From an optimization exercise on the open Yosys and OpenROAD flow, aimed at small area, a short achievable clock period and few clock cycles per item; shortcuts taken in it are not production practice. The RTL was checked by simulation tests, not by an equivalence proof against the original design. Power figures rest on the tool's default switching activity, not on a simulated workload.

[flow/design.v]
package bpc_pkg;
  localparam int TBL_DEPTH  = 16;
  localparam int FREE_DEPTH = TBL_DEPTH;
  localparam int USED_DEPTH = TBL_DEPTH;
  localparam int SIZE_W     = 32;
  localparam int HANDLE_W   = 48;
  localparam int IDX_W      = (TBL_DEPTH > 1) ? $clog2(TBL_DEPTH) : 1;
  localparam int CNT_W      = $clog2(TBL_DEPTH + 1);
  localparam int RATIO_W    = 9;
  localparam int THR_W      = 5;
  localparam int PROD_W     = SIZE_W + RATIO_W;
  localparam logic [RATIO_W-1:0] RATIO_ONE  = RATIO_W'(256);
  localparam logic [RATIO_W-1:0] RATIO_RST  = '0;
  localparam logic [THR_W-1:0]   THR_RST    = THR_W'(10);
  localparam logic [1:0] ACT_ALLOC   = 2'd0;
  localparam logic [1:0] ACT_BIND    = 2'd1;
  localparam logic [1:0] ACT_RELEASE = 2'd2;
  localparam logic [1:0] ACT_NONE    = 2'd3;
  localparam logic [2:0] STS_REUSED    = 3'd0;
  localparam logic [2:0] STS_NEED      = 3'd1;
  localparam logic [2:0] STS_BOUND     = 3'd2;
  localparam logic [2:0] STS_POOLED    = 3'd3;
  localparam logic [2:0] STS_WILD      = 3'd4;
  localparam logic [2:0] STS_POOL_FULL = 3'd5;
  localparam logic [2:0] STS_USED_FULL = 3'd6;
  localparam logic CFG_RATIO  = 1'b0;
  localparam logic CFG_THRESH = 1'b1;
  typedef enum logic [1:0] {ST_IDLE, ST_SCAN, ST_FIN} state_t;
  typedef struct packed {
    logic load;
    logic shift;
  } cell_ctl_t;
  typedef struct packed {
    logic                append;
    logic [SIZE_W-1:0]   app_size;
    logic [HANDLE_W-1:0] app_handle;
    logic                remove;
    logic [IDX_W-1:0]    rm_idx;
  } tbl_cmd_t;
  function automatic logic [PROD_W-1:0] scaled_size(input logic [SIZE_W-1:0] s,
                                                    input logic [RATIO_W-1:0] r);
    logic [PROD_W-1:0] p;
    p = s * r;
    scaled_size = p >> 8;
  endfunction
endpackage
module bpc_cmp #(parameter int W = 32) (
  input  logic [W-1:0] a,
  input  logic [W-1:0] b,
  output logic         gt,
  output logic         eq
);
  localparam int L = $clog2(W);
  localparam int P = 1 << L;
  logic [L:0][P-1:0] g, e;
  always_comb begin
    g = '0;
    e = '0;
    for (int k = 0; k < P; k++) begin
      if (k < W) begin
        g[0][k] = a[k] & ~b[k];
        e[0][k] = ~(a[k] ^ b[k]);
      end else begin
        g[0][k] = 1'b0;
        e[0][k] = 1'b1;
      end
    end
    for (int l = 0; l < L; l++)
      for (int k = 0; k < (P >> (l + 1)); k++) begin
        g[l+1][k] = g[l][2*k+1] | (e[l][2*k+1] & g[l][2*k]);
        e[l+1][k] = e[l][2*k+1] & e[l][2*k];
      end
  end
  assign gt = g[L][0];
  assign eq = e[L][0];
endmodule
import bpc_pkg::*;
module buffer_pool_ratio_fit_cache_top (
  input  logic               clk,
  input  logic               rst,
  input  logic               s_tvalid,
  output logic               s_tready,
  input  logic [87:0]        s_tdata,    
  output logic               m_tvalid,
  input  logic               m_tready,
  output logic [135:0]       m_tdata,    
  input  logic               cfg_we,
  input  logic               cfg_index,
  input  logic [RATIO_W-1:0] cfg_data
);
  localparam int N = TBL_DEPTH;
  logic [RATIO_W-1:0] ratio;
  logic [THR_W-1:0]   drop_threshold;
  logic       busy;
  logic [4:0] ptr;    
  logic [N-1:0] rc;
  logic        a_valid, b_valid;
  logic [81:0] a_data, b_data;
  logic [1:0]          act;
  logic [SIZE_W-1:0]   rsize;
  logic [HANDLE_W-1:0] rhandle;
  assign act     = a_data[1:0];
  assign rsize   = a_data[33:2];
  assign rhandle = a_data[81:34];
  logic                o_valid;
  logic [2:0]          o_status;
  logic [HANDLE_W-1:0] o_h;
  logic [SIZE_W-1:0]   o_s;
  logic                o_ev, o_hsel;
  logic [N-1:0]               f_valid;
  logic [N-1:0][SIZE_W-1:0]   f_size, f_scaled;
  logic [N-1:0][HANDLE_W-1:0] f_handle;
  logic [CNT_W-1:0]           f_count;
  logic [N-1:0][N-1:0]        f_older, f_gt;    
  logic [N-1:0]               pend;     
  logic [N-1:0]               gpend;    
  logic [SIZE_W-1:0]          p_size;
  logic                       gfix;     
  logic [N-1:0]               u_valid;
  logic [N-1:0][SIZE_W-1:0]   u_size;
  logic [N-1:0][HANDLE_W-1:0] u_handle;
  logic [CNT_W-1:0]           u_count;
  logic [N-1:0][N-1:0]        u_older;
  logic used_full, free_full, evict_ok, alloc_go, rel_go;
  assign used_full = u_count[CNT_W-1];
  assign free_full = f_count[CNT_W-1];
  assign alloc_go  = a_valid && !busy && !gfix && (act == ACT_ALLOC) && !used_full;
  assign rel_go    = a_valid && !busy && (act == ACT_RELEASE);
  assign evict_ok  = (f_count != '0) && (f_count >= CNT_W'(drop_threshold));
  for (genvar i = 0; i < N; i++) begin : g_rc
    assign rc[i] = busy && (ptr == 5'(i));
  end
  logic [N-1:0] u_match, u_first;
  logic         found;
  logic [SIZE_W-1:0] u_rd_size;
  always_comb begin
    for (int i = 0; i < N; i++)
      u_match[i] = rel_go && u_valid[i] && (u_handle[i] == rhandle);
    for (int i = 0; i < N; i++) begin
      u_first[i] = u_match[i];
      for (int j = 0; j < N; j++)
        if (j != i && u_match[j] && u_older[j][i]) u_first[i] = 1'b0;
    end
    found = |u_match;
    u_rd_size = '0;
    for (int i = 0; i < N; i++)
      if (u_first[i]) u_rd_size = u_rd_size | u_size[i];
  end
  logic [SIZE_W-1:0] cmp_x;
  logic [N-1:0] r_gt, r_eq, s_gt, s_eq;
  assign cmp_x = alloc_go ? rsize : p_size;
  for (genvar i = 0; i < N; i++) begin : g_cmp
    bpc_cmp u_r (.a(f_size[i]),   .b(cmp_x), .gt(r_gt[i]), .eq(r_eq[i]));   
    bpc_cmp u_s (.a(f_scaled[i]), .b(rsize), .gt(s_gt[i]), .eq(s_eq[i]));   
  end
  logic [N-1:0] ge, fit, f_first, ev_min, ev_max, f_sel;
  logic hit, ev_less, ev_more, all_less, all_more, ge_p, gpv, stall, stall_g;
  logic [SIZE_W-1:0]   f_rd_size;
  logic [HANDLE_W-1:0] f_rd_handle;
  always_comb begin
    for (int i = 0; i < N; i++) begin
      ge[i]  = r_gt[i] || r_eq[i];
      fit[i] = alloc_go && f_valid[i] && !pend[i] && ge[i] && !s_gt[i];
    end
    for (int i = 0; i < N; i++) begin
      f_first[i] = fit[i];
      for (int j = 0; j < N; j++)
        if (j != i && fit[j] && f_older[j][i]) f_first[i] = 1'b0;
    end
    for (int i = 0; i < N; i++) begin
      ev_min[i] = f_valid[i];
      ev_max[i] = f_valid[i];
      for (int j = 0; j < N; j++) begin
        if (j != i && f_valid[j]) begin
          if (!(f_gt[j][i] || (!f_gt[i][j] && f_older[i][j]))) ev_min[i] = 1'b0;
          if (!(f_gt[i][j] || (!f_gt[j][i] && f_older[i][j]))) ev_max[i] = 1'b0;
        end
      end
    end
    hit      = |fit;
    all_less = ~|(f_valid & ge);
    all_more = &(~f_valid | r_gt);
    ev_less  = alloc_go && evict_ok && all_less;
    ev_more  = alloc_go && evict_ok && all_more && !hit;
    gpv      = |(gpend & f_valid);
    ge_p     = |(pend & f_valid & ge);
    stall_g  = alloc_go && !hit && gpv && evict_ok && (all_less || all_more);
    stall    = stall_g || (alloc_go && !hit && ge_p);
    for (int i = 0; i < N; i++)
      f_sel[i] = f_first[i] || (ev_less && ev_min[i]) || (ev_more && ev_max[i]) || rc[i];
    f_rd_size   = '0;
    f_rd_handle = '0;
    for (int i = 0; i < N; i++)
      if (f_sel[i]) begin
        f_rd_size   = f_rd_size | f_size[i];
        f_rd_handle = f_rd_handle | f_handle[i];
      end
  end
  logic [SIZE_W-1:0]   m_out;
  logic [SIZE_W+7:0]   m_prod;
  assign m_prod = p_size * ratio[7:0];
  assign m_out  = ratio[8] ? p_size : m_prod[SIZE_W+7:8];
  logic go, proceed, u_wen, u_clr, f_wen, f_clr;
  logic [N-1:0] u_slot, f_slot, u_wr, f_wr;
  always_comb begin
    go      = a_valid && !busy && !gfix && (!o_valid || m_tready);
    proceed = go && !stall;
    u_wen = go && !used_full && ((act == ACT_ALLOC && hit) || act == ACT_BIND);
    u_clr = go && (act == ACT_RELEASE) && found;
    f_wen = u_clr && !free_full;
    f_clr = go && (act == ACT_ALLOC) && (hit || ((ev_less || ev_more) && !gpv));
    for (int i = 0; i < N; i++) begin
      u_slot[i] = !u_valid[i];
      f_slot[i] = !f_valid[i];
      for (int j = 0; j < i; j++) begin
        if (!u_valid[j]) u_slot[i] = 1'b0;
        if (!f_valid[j]) f_slot[i] = 1'b0;
      end
    end
    u_wr = u_wen ? u_slot : '0;
    f_wr = f_wen ? f_slot : '0;
  end
  logic [SIZE_W-1:0]   u_wsize;
  logic [HANDLE_W-1:0] u_whandle;
  assign u_wsize   = (act == ACT_BIND) ? rsize : f_rd_size;
  assign u_whandle = (act == ACT_BIND) ? rhandle : f_rd_handle;
  always_ff @(posedge clk) begin
    if (rst) begin
      u_valid <= '0;
      f_valid <= '0;
      u_count <= '0;
      f_count <= '0;
      pend    <= '0;
      gpend   <= '0;
      gfix    <= 1'b0;
    end else begin
      u_valid <= (u_valid | u_wr) & ~(u_clr ? u_first : '0);
      f_valid <= (f_valid | f_wr) & ~(f_clr ? f_sel : '0);
      u_count <= u_count + CNT_W'(u_wen) - CNT_W'(u_clr);
      f_count <= f_count + CNT_W'(f_wen) - CNT_W'(f_clr);
      pend    <= f_wr | rc;
      gpend   <= f_wr | (alloc_go ? gpend : '0);
      gfix    <= stall_g;
    end
  end
  always_ff @(posedge clk) if (rel_go || busy) p_size <= u_rd_size | f_rd_size;
  for (genvar i = 0; i < N; i++) begin : g_slot
    always_ff @(posedge clk) begin
      if (u_wr[i]) begin
        u_size[i]   <= u_wsize;
        u_handle[i] <= u_whandle;
      end
      if (f_wr[i]) begin
        f_size[i]   <= u_rd_size;
        f_handle[i] <= rhandle;
      end
      if (pend[i]) f_scaled[i] <= m_out;
    end
    for (genvar j = 0; j < N; j++) begin : g_pair
      if (i < j) begin : g_age
        logic u_old, f_old;    
        always_ff @(posedge clk) begin
          if (u_wr[j])      u_old <= 1'b1;
          else if (u_wr[i]) u_old <= 1'b0;
          if (f_wr[j])      f_old <= 1'b1;
          else if (f_wr[i]) f_old <= 1'b0;
        end
        assign u_older[i][j] = u_old;
        assign u_older[j][i] = !u_old;
        assign f_older[i][j] = f_old;
        assign f_older[j][i] = !f_old;
      end else if (i == j) begin : g_diag
        assign u_older[i][j] = 1'b0;
        assign f_older[i][j] = 1'b0;
        assign f_gt[i][j]    = 1'b0;
      end
      if (i != j) begin : g_size
        logic gt;              
        always_ff @(posedge clk) begin
          if (!alloc_go) begin
            if (gpend[i])      gt <= !r_gt[j] && !r_eq[j];
            else if (gpend[j]) gt <= r_gt[i];
          end
        end
        assign f_gt[i][j] = gt;
      end
    end
  end
  always_ff @(posedge clk) begin
    if (rst) begin
      ratio          <= RATIO_RST;
      drop_threshold <= THR_RST;
      busy           <= 1'b0;
      ptr            <= '0;
    end else begin
      if (busy) begin
        ptr <= ptr + 5'd1;
        if (ptr == 5'd16) busy <= 1'b0;
      end
      if (cfg_we) begin
        if (cfg_index == CFG_RATIO) begin
          ratio <= (cfg_data > RATIO_ONE) ? RATIO_ONE : cfg_data;
          busy  <= (f_count != '0);
          ptr   <= '0;
        end else begin
          drop_threshold <= cfg_data[THR_W-1:0];
        end
      end
    end
  end
  logic take, a_free;
  assign s_tready = !b_valid;
  assign take     = s_tvalid && !b_valid && (s_tdata[1:0] != ACT_NONE);
  assign a_free   = !a_valid || proceed;
  always_ff @(posedge clk) begin
    if (rst) begin
      a_valid <= 1'b0;
      b_valid <= 1'b0;
    end else begin
      if (a_free) begin
        a_valid <= b_valid || take;
        b_valid <= 1'b0;
      end else if (take) begin
        b_valid <= 1'b1;
      end
    end
  end
  always_ff @(posedge clk) begin
    if (a_free) a_data <= b_valid ? b_data : s_tdata[81:0];
    if (!a_free && take) b_data <= s_tdata[81:0];
  end
  logic [2:0] r_status;
  logic       r_ev;
  always_comb begin
    unique case (act)
      ACT_ALLOC: begin
        r_status = used_full ? STS_USED_FULL : (hit ? STS_REUSED : STS_NEED);
        r_ev     = ev_less || ev_more;
      end
      ACT_BIND: begin
        r_status = used_full ? STS_USED_FULL : STS_BOUND;
        r_ev     = used_full;
      end
      default: begin
        r_status = !found ? STS_WILD : (free_full ? STS_POOL_FULL : STS_POOLED);
        r_ev     = !found || free_full;
      end
    endcase
  end
  always_ff @(posedge clk) begin
    if (rst) begin
      o_valid <= 1'b0;
    end else begin
      o_valid <= proceed || (o_valid && !m_tready);
    end
  end
  always_ff @(posedge clk) begin
    if (proceed) begin
      o_status <= r_status;
      o_h      <= (act == ACT_ALLOC) ? f_rd_handle : rhandle;
      o_s      <= f_rd_size;
      o_ev     <= r_ev;
      o_hsel   <= hit;
    end
  end
  assign m_tvalid = o_valid;
  assign m_tdata  = {4'b0, o_ev ? o_h : '0, o_ev, o_hsel ? o_s : '0, o_hsel ? o_h : '0,
                     o_status};
endmodule
[flow/run.sh]
#!/bin/bash
# synth_recipe.tcl (not shown) runs the flow's synth.tcl, then flattens the netlist and writes it again
# the make line also repeats each setting of config.mk as NAME=value (left out here)
make -C /OpenROAD-flow-scripts/flow DESIGN_CONFIG=/design/flow/config.mk WORK_HOME=/design/flow/orfs CLKGATE_MAP_FILE= SYNTH_SCRIPT=/design/flow/synth_recipe.tcl finish
[flow/config.mk]
export PLATFORM = sky130hd
export DESIGN_NAME = buffer_pool_ratio_fit_cache_top
export DESIGN_NICKNAME = buffer_pool_ratio_fit_cache_top
export VERILOG_FILES = /design/flow/design.v
export SDC_FILE = /design/flow/constraint.sdc
export NUM_CORES = 4
export LEC_CHECK = 0
export CAP_MARGIN = 20
export CORE_MARGIN = 2
export CORE_UTILIZATION = 45
export PLACE_DENSITY = 0.55
export SLEW_MARGIN = 20
[flow/constraint.sdc]
create_clock -name core_clock -period 13.0 [get_ports {clk}]
set_input_delay 2.6000 -clock core_clock [delete_from_list [all_inputs] [get_ports {clk}]]
set_output_delay 2.6000 -clock core_clock [all_outputs]
set_load 0.01 [all_outputs]
==> flow_results.org, run 1 <==
** Final layout
- Layout cells sized above 1 :: 0.117
- Filler Cells Inserted :: between 30000 and 40000
- After the last flow step, the layout net total stands at between 15000 and 20000.
- The finished layout holds around 21000 standard cells, fillers aside.
- Area added between synthesis and finish :: 14.5%

** Timing
- The worst pin sits at a relative slew slack of 0.0673.
- Dividing the final minimum period by the clock period gives 0.859.
- The number of pins with negative max-slew slack in the final report was 0.
- The smallest clock period supported by the final layout is computed as 11160 ps.
- RSZ-0062 raised after global routing :: no
- The total count of hold-check failures in the final report was 0.
- Tightest Pin Transition :: between 1000 and 1500 ps
- Based on the critical path, the design can be clocked at up to ~0.09 GHz.
- Summed over all failing endpoints, the final setup total negative slack is 0 ps.
- Setup violations, final :: 0
- Clock skew on the completed layout was measured at approximately 96 ps.

** GRT
- Antenna violations before repair :: 64
- The first global-routing pass estimated approximately 1100 mm of wire.
- GRT overflow :: 0
- The via count of the first global-routing pass is 131000.
- Total GRT Usage :: 0.381
- Largest net degree at the start of global routing :: 87

** Clock network
- The number of gates resized after CTS was 0.
- Cell at the root of the clock tree :: sky130_fd_sc_hd__clkbuf_16
- Clock-pin slew on the worst setup and hold paths :: around 60 ps
- Number of hold buffers added after CTS :: 0
- The clock reaches the later pin of the worst-skew pair after roughly 1100 ps.
- In this run the post-CTS setup repair buffer count came out at 0.
- Maximum root-to-sink buffer count :: 4
- The H-tree was split into 5 levels.
- Total CTS buffers :: 428
- TritonCTS clock tree :: built
- Clock sink total :: 3931

** Detailed routing
- Drt first pass iters :: 8
- The routed layout has ~140k vias.
- Final routed wire length divided by cell count :: 39.8 um
- Remaining number of nets flagged by the antenna check after routing :: 0
- The detailed router finished its first iteration with about 18000 violations.
- DRC violations left :: 0
- In the routed layout, each cell is associated on average with a via count of 6.54.
- Wires add up to between 800 and 900 mm.

** Floorplan
- In this run the horizontal extent of the chip is approximately 650 um.
- The die covers ~0.42 sq mm.
- The total area inside the core boundary comes to between 0.4 and 0.5 sq mm.
- Starting utilization of the core area :: 0.451
- Standard-cell rows :: 237
- In this run the vertical extent of the chip is ~650 um.
- I/O pins :: approximately 240

** Placement
- RePlAce Congestion :: ~1.0
- Port-buffer cells :: 230
- Once placement completed, the tool counted placed cells totaling approximately 20000.
- Final HPWL DP :: roughly 570 mm

** Setup path
- The worst setup path is of the flop to flop kind.
- Worst-path fanout max :: 43
- STA classifies the critical path startpoint as a flop.
- At the worst endpoint, the required time is around 13000 ps.
- The signal on the critical path passes through nor3b_4 > nand2_4 > buf_4 > nor2_1 > a21oi_4 > buf_4 > ha_1 > nand4_1 > or4_1 > a2111o_1 > or3_1 > o211ai_1 > buf_4 > and3_1 > or3_1 > nor2_4 > inv_2 > nor4_2 > or3_4 > buf_12 > a22o_1 > nor4_2 > nand3_1.
- STA puts the critical path data arrival time at between 10000 and 15000 ps.
- On the critical path, the stage with the largest delay is an instance of sky130_fd_sc_hd__or4_1.
- Most used cell, CP :: sky130_fd_sc_hd__buf_4
- Slowest cell delay on critical path :: slightly below 1000 ps
- STA classifies the critical path endpoint as a flop.

** Power
- Power spread over the standard cell area amounts to ~130 mW/mm^2.
- The worst-case IR drop observed on VDD is between 0.1 and 0.15 mV.
- For this design the static power due to leakage is 80.0 nW.

** Logic synthesis
- Synthesis inferred around 3900 register bits.
- Predominant post-synthesis flop cell :: sky130_fd_sc_hd__edfxtp_1
- Yosys printed 2 warnings.
- Post-synth design cell area :: 0.188 sq mm
- In the synthesized netlist the async set-or-reset flop fraction comes to 0.
- Distinct cells, synth :: about 120
- Counting every instance in the synthesized netlist gives 14200.
- In this run the mean area of a mapped cell was around 13 sq um.
- Number of synthesized flops with an enable pin :: about 3600
- Of the synthesized area, sequential elements account for 0.611.

** Outcome
- The flow ran to the end and the layout has no timing, DRC or antenna violations.

** Min path
- The worst hold path belongs to the class flop to flop.

** Job
- Max-cap violations :: 0
==> critical path, delay by kind of cell (launching register included) <==
kind	cells	cell delay (ps)
DFF	1	650
buffers and inverters	5	1940
adders and majority gates	1	330
and+or+nand+nor	13	6390
AOI/OAI and AO/OA	4	1060
==> cell usage after synthesis, drive strengths merged (27+ instances only) <==
master      n  area share
a22oi      47      0.0019
o2111ai    62      0.0029
a31oi      37      0.0012
and2      314       0.010
nor4      255      0.0098
a22o      290       0.014
xnor2     376       0.018
nand4b     60      0.0029
or4        27      0.0011
nand4     439       0.015
a21o      223      0.0089
o22ai      63      0.0021
o221ai     33      0.0015
nor2      679       0.014
o211ai    243      0.0097
a211oi    306       0.012
nor2b      57      0.0019
and4       27      0.0013
o2bb2ai   199      0.0093
or3        34      0.0011
o31ai      32      0.0013
mux2       85      0.0051
a2111oi    87      0.0084
and3       44      0.0015
nand3     174      0.0047
fa        181       0.019
nand2     780       0.016
dfxtp     338       0.036
a41oi     143      0.0067
edfxtp   3593        0.57
inv       849       0.017
a21oi     618       0.016
o21a       42      0.0017
o21ai     508       0.014
clkbuf    503       0.010
nand2b     63      0.0021
buf       220      0.0062
xor2      358       0.017
a221oi    349       0.016
nor3      136      0.0038
ha       1054       0.070
==> per-stage QoR <==
stage	setup WS, ps	hold WS (ps)	power [mW]	util	instance area, sq um
3_3_place_gp	2420	444	16.7	0.484	201000
4_1_cts	2290	460	28.7	0.516	215000
2_1_floorplan	9.85	428	15.5	-	188000
3_5_place_dp	2370	449	16.8	0.484	201000
6_report	1840	457	28.6	0.517	215000
5_1_grt	2020	477	29.3	0.517	215000
==> cell families (layout without fill, tap and decap cells) <==
family / after synthesis / in the layout / synth area share
fa+ha+maj: 1235 / 1235 / 0.0896
compound gates: 3478 / 3478 / 0.138
buf+inv: 1578 / 2516 / 0.0334
other cells: 1 / 42 / 0.0000200
simple gates: 3176 / 3176 / 0.0888
flops: 3931 / 3931 / 0.611
mux: 87 / 87 / 0.00521
xor+xnor: 734 / 734 / 0.0343
==> routing by layer <==
| layer | track usage | wire, um | vias up |
|---|---|---|---|
| met2 | 0.597 | 371000 | 7595 |
| met1 | 0.477 | 312000 | 69600 |
| met4 | 0.267 | 70300 | 24 |
| met5 | 0 | 176 | - |
| li1 | - | - | 56300 |
| met3 | 0.0723 | 69900 | 1919 |
==> state kept, by name, indices dropped and copies added (netlist names), 9 cells and up <==
signal / flops
f_handle: 768
u_handle: 768
f_scaled: 512
f_size: 512
u_size: 512
g_slot.g_pair.g_size.gt: 240
g_slot.g_pair.g_age.f_old: 120
g_slot.g_pair.g_age.u_old: 120
a_data: 82
b_data: 82
o_h: 48
o_s: 32
p_size: 32
f_valid: 16
gpend: 16
pend: 16
u_valid: 16
ratio: 9
==> layout make-up <==
class / instances / area, sq um / share of cell area
antenna: 38 / 95.1 / 0.000442
clock buffer: 557 / 11500 / 0.0534
clock inverter: 224 / 2110 / 0.00980
inverter: 855 / 3270 / 0.0152
multi-input combinational: 8714 / 68800 / 0.320
sequential: 3931 / 115000 / 0.534
tap: 5497 / 6880 / 0.0320
timing repair buffer: 880 / 7580 / 0.0353
==> power breakdown <==
part | internal [mW] | switching, mW | total [mW] | leakage (nW)
Clock | 6.79 | 5.27 | 12.1 | 6.63
Sequential | 14.0 | 0.127 | 14.1 | 36.8
Combinational | 0.694 | 1.72 | 2.41 | 36.6
==> path summary, 6_finish.rpt <==
| path | start | to | slack, ps | cells after the start |
|---|---|---|---|---|
| hold reg to reg | g_slot[5].g_pair[9].g_age.u_old$_SDFFE_PP1P_ | g_slot[5].g_pair[9].g_age.u_old$_SDFFE_PP1P_ | 460 | 2 |
| setup reg to reg | a_valid$_SDFFE_PP0P_ | o_s[21]$_DFFE_PP_ | 1840 | 23 |
| setup / recovery | a_valid$_SDFFE_PP0P_ | o_s[21]$_DFFE_PP_ | 1840 | 23 |
| hold / removal | g_slot[5].g_pair[9].g_age.u_old$_SDFFE_PP1P_ | g_slot[5].g_pair[9].g_age.u_old$_SDFFE_PP1P_ | 460 | 2 |
==> layout by cell type (no fill, tap or decap), types with 60 or more instances in the layout <==
cell,count
sky130_fd_sc_hd__fa_1,181
sky130_fd_sc_hd__ha_1,1050
sky130_fd_sc_hd__xnor2_1,376
sky130_fd_sc_hd__clkinv_1,89
sky130_fd_sc_hd__clkbuf_1,109
sky130_fd_sc_hd__a21o_1,223
sky130_fd_sc_hd__a22o_1,290
sky130_fd_sc_hd__and2_1,310
sky130_fd_sc_hd__xor2_1,358
sky130_fd_sc_hd__nor3_1,122
sky130_fd_sc_hd__a211oi_1,295
sky130_fd_sc_hd__nand4_1,437
sky130_fd_sc_hd__mux2_2,85
sky130_fd_sc_hd__clkinv_2,79
sky130_fd_sc_hd__buf_4,615
sky130_fd_sc_hd__nor4_1,191
sky130_fd_sc_hd__clkdlybuf4s50_1,229
sky130_fd_sc_hd__a221oi_1,344
sky130_fd_sc_hd__o211ai_1,243
sky130_fd_sc_hd__clkbuf_16,436
sky130_fd_sc_hd__o2111ai_1,61
sky130_fd_sc_hd__nand2_1,770
sky130_fd_sc_hd__edfxtp_1,3593
sky130_fd_sc_hd__a21oi_1,584
sky130_fd_sc_hd__dfxtp_1,318
sky130_fd_sc_hd__nor2_1,658
sky130_fd_sc_hd__a41oi_1,65
sky130_fd_sc_hd__nand3_1,170
sky130_fd_sc_hd__inv_1,824
sky130_fd_sc_hd__o2bb2ai_1,199
sky130_fd_sc_hd__nor4_2,60
sky130_fd_sc_hd__o21ai_0,461
sky130_fd_sc_hd__o22ai_1,63
Testbench counts, summed over its fixed seeds: cycles 12,659, items 12,000.
==> run 2: changes to the inputs <==
--- a/flow/config.mk
+++ b/flow/config.mk
@@ -6,7 +6,9 @@
 export NUM_CORES = 4
 export LEC_CHECK = 0
+export ABC_CLOCK_PERIOD_IN_PS = 6000
 export CAP_MARGIN = 20
 export CORE_MARGIN = 2
 export CORE_UTILIZATION = 45
 export PLACE_DENSITY = 0.55
+export SETUP_SLACK_MARGIN = 5
 export SLEW_MARGIN = 20
==> flow_results.org, run 2 <==
** Min path
- The worst hold path belongs to the class flop to flop.

** Timing
- The final period utilization is 0.630 (-0.229).
- The achievable clock frequency was 0.122 GHz (+36%).
- Post-Route Setup TNS :: 0 ps (unchanged)
- The shortest period the worst path allows is 8190 ps (-2980 ps).
- The total count of hold-check failures in the final report was 0 (unchanged).
- The number of pins with negative max-slew slack in the final report came to 0 (unchanged).
- RSZ-0062 raised after global routing :: yes
- Setup violations, final :: 0 (unchanged)
- The worst relative slew slack came to 0.138 (+0.0708).
- Tightest Pin Transition :: 1290 ps (-106 ps)
- Worst clock skew :: 115 ps (+19.3 ps)

** Detailed routing
- Iteration-0 DRC count of the detailed router :: 17700 (+0.051%)
- The total iterations of the first detailed-routing run came to 8 (unchanged).
- Final routed wire length divided by cell count :: 40.2 um (+0.96%)
- Aggregate routed wire length :: 844 mm (+2.5%)
- Vias per inst :: 6.59 (+0.72%)
- The remaining number of nets flagged by the antenna check after routing came to 0 (unchanged).
- DRC violations left :: 0 (unchanged)
- The total via count after detailed routing is 139000 (+2.3%).

** Logic synthesis
- After synthesis, the cell types taking the most area are sky130_fd_sc_hd__edfxtp_1 57%, sky130_fd_sc_hd__ha_1 7.0%, sky130_fd_sc_hd__dfxtp_1 3.6%.
- Post-synth top cells :: 3593 x sky130_fd_sc_hd__edfxtp_1, 1054 x sky130_fd_sc_hd__ha_1, 848 x sky130_fd_sc_hd__inv_1
- Leading cell type by number of instances after synthesis :: sky130_fd_sc_hd__edfxtp_1
- Distinct cells, synth :: 117 (unchanged)
- The count of synthesis-stage warnings from yosys was 2 (unchanged).
- The cell area after technology mapping was 0.188 sq mm (unchanged).
- The average instance area after synthesis is 13.2 sq um (unchanged).
- The share of the synthesized area in the top cell type is 0.575 (unchanged).
- The number of enable-type register cells in the synthesized netlist was 3593 (unchanged).
- The number of instances in the synthesized netlist came to 14200 (unchanged).
- Share of synthesized area occupied by flip-flops and latches :: 0.611 (unchanged)
- The share of synthesized registers carrying an async set or reset came to 0 (unchanged).
- Count of state elements after synthesis :: 3931 (unchanged)
- In the synthesized netlist the dominant register cell turns out to be sky130_fd_sc_hd__edfxtp_1.
- Cell taking the most area after synthesis :: sky130_fd_sc_hd__edfxtp_1

** Placement
- The standard cell area after detailed placement came to 0.201 sq mm (about the same).
- The final weighted congestion of routability-driven global placement is 1.02 (+0.92%).
- Port-buffer cells :: 230 (unchanged)
- Post-placement cell count :: 19900 (+0.030%)
- The half-perimeter wire length after placement came to 563 mm (-0.66%).

** GRT
- Total GRT Usage :: 0.390 (+0.00889)
- The via count of the first global-routing pass was 134000 (+2.0%).
- GRT overflow :: 0 (unchanged)
- The number of antenna violations at the first check in global routing is 92 (+44%).
- The maximum number of pins on one net before global-route repair came to 94 (+8.0%).
- The first-pass GRT wire length was 1130 mm (+2.0%).

** Final layout
- The share of post-route cells with drive strength above 1 is 0.151 (+0.0342).
- The multi-input gate area in the final layout is 0.0711 sq mm (+3.3%).
- Final cell count without fillers :: 21000 (+1.6%)
- Final design area excluding fillers :: 0.221 sq mm (+2.8%)
- Most common cell after layout, fill and taps aside :: sky130_fd_sc_hd__edfxtp_1
- From synthesis to final layout, the design area changed by 17.8%.
- Commonest cells after routing, fill and taps aside :: 3593 x sky130_fd_sc_hd__edfxtp_1, 1046 x sky130_fd_sc_hd__ha_1, 824 x sky130_fd_sc_hd__inv_1
- The post-layout net count came to 16500 (+1.9%).
- Filler Cells Inserted :: 34600 (-1.7%)
- The combined flip-flop and latch cell area is 0.115 sq mm (about the same).
- Biggest regs :: f_handle: 768 flops, u_handle: 768 flops

** Setup path
- The worst setup path is launched from a flop.
- Type of destination of the critical path :: flop
- The critical path is of the flop to flop type.
- The data required time of the worst path is 13630 ps (+140 ps).
- Worst-path fanout max :: 81 (+88%)
- Data arrival time at the worst-slack endpoint :: 8820 ps (-2830 ps)

** Clock network
- The clock sink count is 3931 (unchanged).
- Number of hold buffers added after CTS :: 0 (unchanged)
- The maximum buffer depth of the clock tree came to 4 (unchanged).
- Cell at the root of the clock tree :: sky130_fd_sc_hd__clkbuf_16
- The H-tree depth reported by CTS came to 5 (unchanged).
- The TritonCTS buffer count came to 429 (+0.23%).
- TritonCTS clock tree :: built
- The clock-pin transition on the worst setup and hold timing paths came to 60 ps (about the same).
- The clock latency on the worst-skew pair came to 1090 ps (+40 ps).

** Floorplan
- Die width :: 650 um (unchanged)
- The overall die area was 0.422 sq mm (unchanged).
- The row count was 237 (unchanged).
- Starting utilization of the core area :: 0.451 (unchanged)
- The area of the core was 0.416 sq mm (unchanged).
- Die height :: 650 um (unchanged)
- The boundary pin count is 241 (unchanged).

** Power
- Leakage power :: 82.8 nW (+3.5%)
- The ratio of total power to cell area is 132 mW/mm^2 (-0.87%).
- Max VDD drop :: 0.122 mV (-16%)
- The total power draw is 29.2 mW (+2.0%).

** Outcome
- Result of the run :: timing/DRC/antenna clean

** Job
- Max-cap violations :: 0 (unchanged)
-- run 2: cell counts after synthesis --
Identical to the previous run, type by type.
-- run 2: layout make-up --
type | count | area share
Inverter | 855 | 0.0150
Antenna cell | 35 | 0.000396
Tap cell | 5497 | 0.0311
Clock inverter | 253 | 0.0122
Multi-Input combinational cell | 8727 | 0.322
Sequential cell | 3931 | 0.519
Clock buffer | 543 | 0.0517
Timing Repair Buffer | 1179 | 0.0491
-- run 2: cells by family after synthesis --
family / synth area share
AO/OA/AOI/OAI: 0.138
other: 0.0000200
adder cells (fa/ha/maj): 0.0896
AND/OR/NAND/NOR: 0.0888
buffers and inverters: 0.0334
XOR/XNOR: 0.0343
multiplexers: 0.00521
flip-flops: 0.611
-- run 2: worst paths after layout --
check	startpoint	to	slack (ps)	cells after the start
worst min-delay path	g_slot[0].g_pair[5].g_age.u_old$_SDFFE_PP1P_	g_slot[0].g_pair[5].g_age.u_old$_SDFFE_PP1P_	460	2
worst min register to register	g_slot[0].g_pair[5].g_age.u_old$_SDFFE_PP1P_	g_slot[0].g_pair[5].g_age.u_old$_SDFFE_PP1P_	460	2
worst max register to register	a_data[0]$_DFFE_PP_	f_handle[650]$_DFFE_PP_	4810	17
worst max-delay path	a_data[0]$_DFFE_PP_	f_handle[650]$_DFFE_PP_	4810	17
-- run 2: per-stage QoR --
stage	setup WS (ps)	hold slack, ps	util
6_report	4810	463	0.531
5_1_grt	4920	478	0.531
4_1_cts	5000	460	0.528
3_5_place_dp	1850	450	0.484
3_3_place_gp	1820	443	0.484
2_1_floorplan	56.5	428	-
-- run 2: power breakdown --
group          switching [mW]  internal (mW)  leakage [nW]
Sequential              0.110           14.0          36.8
Combinational            1.79          0.766          39.1
Clock                    5.33           7.17          6.89
-- run 2: critical path, cell delays in order (launching register included) --
cell and delay [ps]:
sky130_fd_sc_hd__edfxtp_1 540, sky130_fd_sc_hd__buf_4 310, sky130_fd_sc_hd__nor4bb_4 320, sky130_fd_sc_hd__buf_4 380
sky130_fd_sc_hd__nand3_1 170, sky130_fd_sc_hd__a2111oi_2 650, sky130_fd_sc_hd__nand4_1 500, sky130_fd_sc_hd__or4_4 740
sky130_fd_sc_hd__nor4bb_1 200, sky130_fd_sc_hd__nand4_1 450, sky130_fd_sc_hd__nor4b_4 300, sky130_fd_sc_hd__buf_4 210
sky130_fd_sc_hd__and4bb_4 310, sky130_fd_sc_hd__nand4_2 160, sky130_fd_sc_hd__nor2_2 440, sky130_fd_sc_hd__nand3_1 790
sky130_fd_sc_hd__inv_4 380, sky130_fd_sc_hd__buf_12 320
-- run 2: repair_timing --
action                                   CTS  global route
pin swaps                                129            44
endpoints found under the setup margin  3741          2219
buffers inserted                         224            65
gates cloned                              12             2
hold endpoints to repair                   0             0
gates resized for setup                  324           133
-- run 2: per-layer routing --
layer  vias up  part of all wire  track usage  routed length [um]
met5         -           0.00075            0                 634
met4        54             0.087        0.274               73600
met3      2235             0.094       0.0916               79700
met2      8409              0.45        0.607              377000
met1     70800              0.37        0.479              313000
li1      57000                 -            -                   -

==> afterwards: timing with drivers on the ports <==
In the flow no input, the clock included, has a driving cell. The finished layouts below were timed again as built, in two steps.
Step 1, drivers: a clkbuf_16 drives clk and a buf_2 each remaining input, both assumed.
Step 2 adds t to the input delays and takes it off the output delays; t is the mean of the earliest and latest rising clock arrival at the registers after step 1. Input paths then give back, and output paths get back, about the clock's delay inside the block.
a / b / c = ideal ports / drivers / drivers and shift; a / b = the first two.
run | shift t [ns] | slack for setup (ns) | worst register clock-pin slew, ns | worst slew at a driven data input, ns
run 1 | 1.123 | 1.838 / 1.838 / 1.838 | 0.07 / 0.07 | 0.14
run 2 | 1.163 | 4.814 / 4.814 / 4.814 | 0.07 / 0.07 | 0.12
After both steps setup and hold are still met in every run listed.
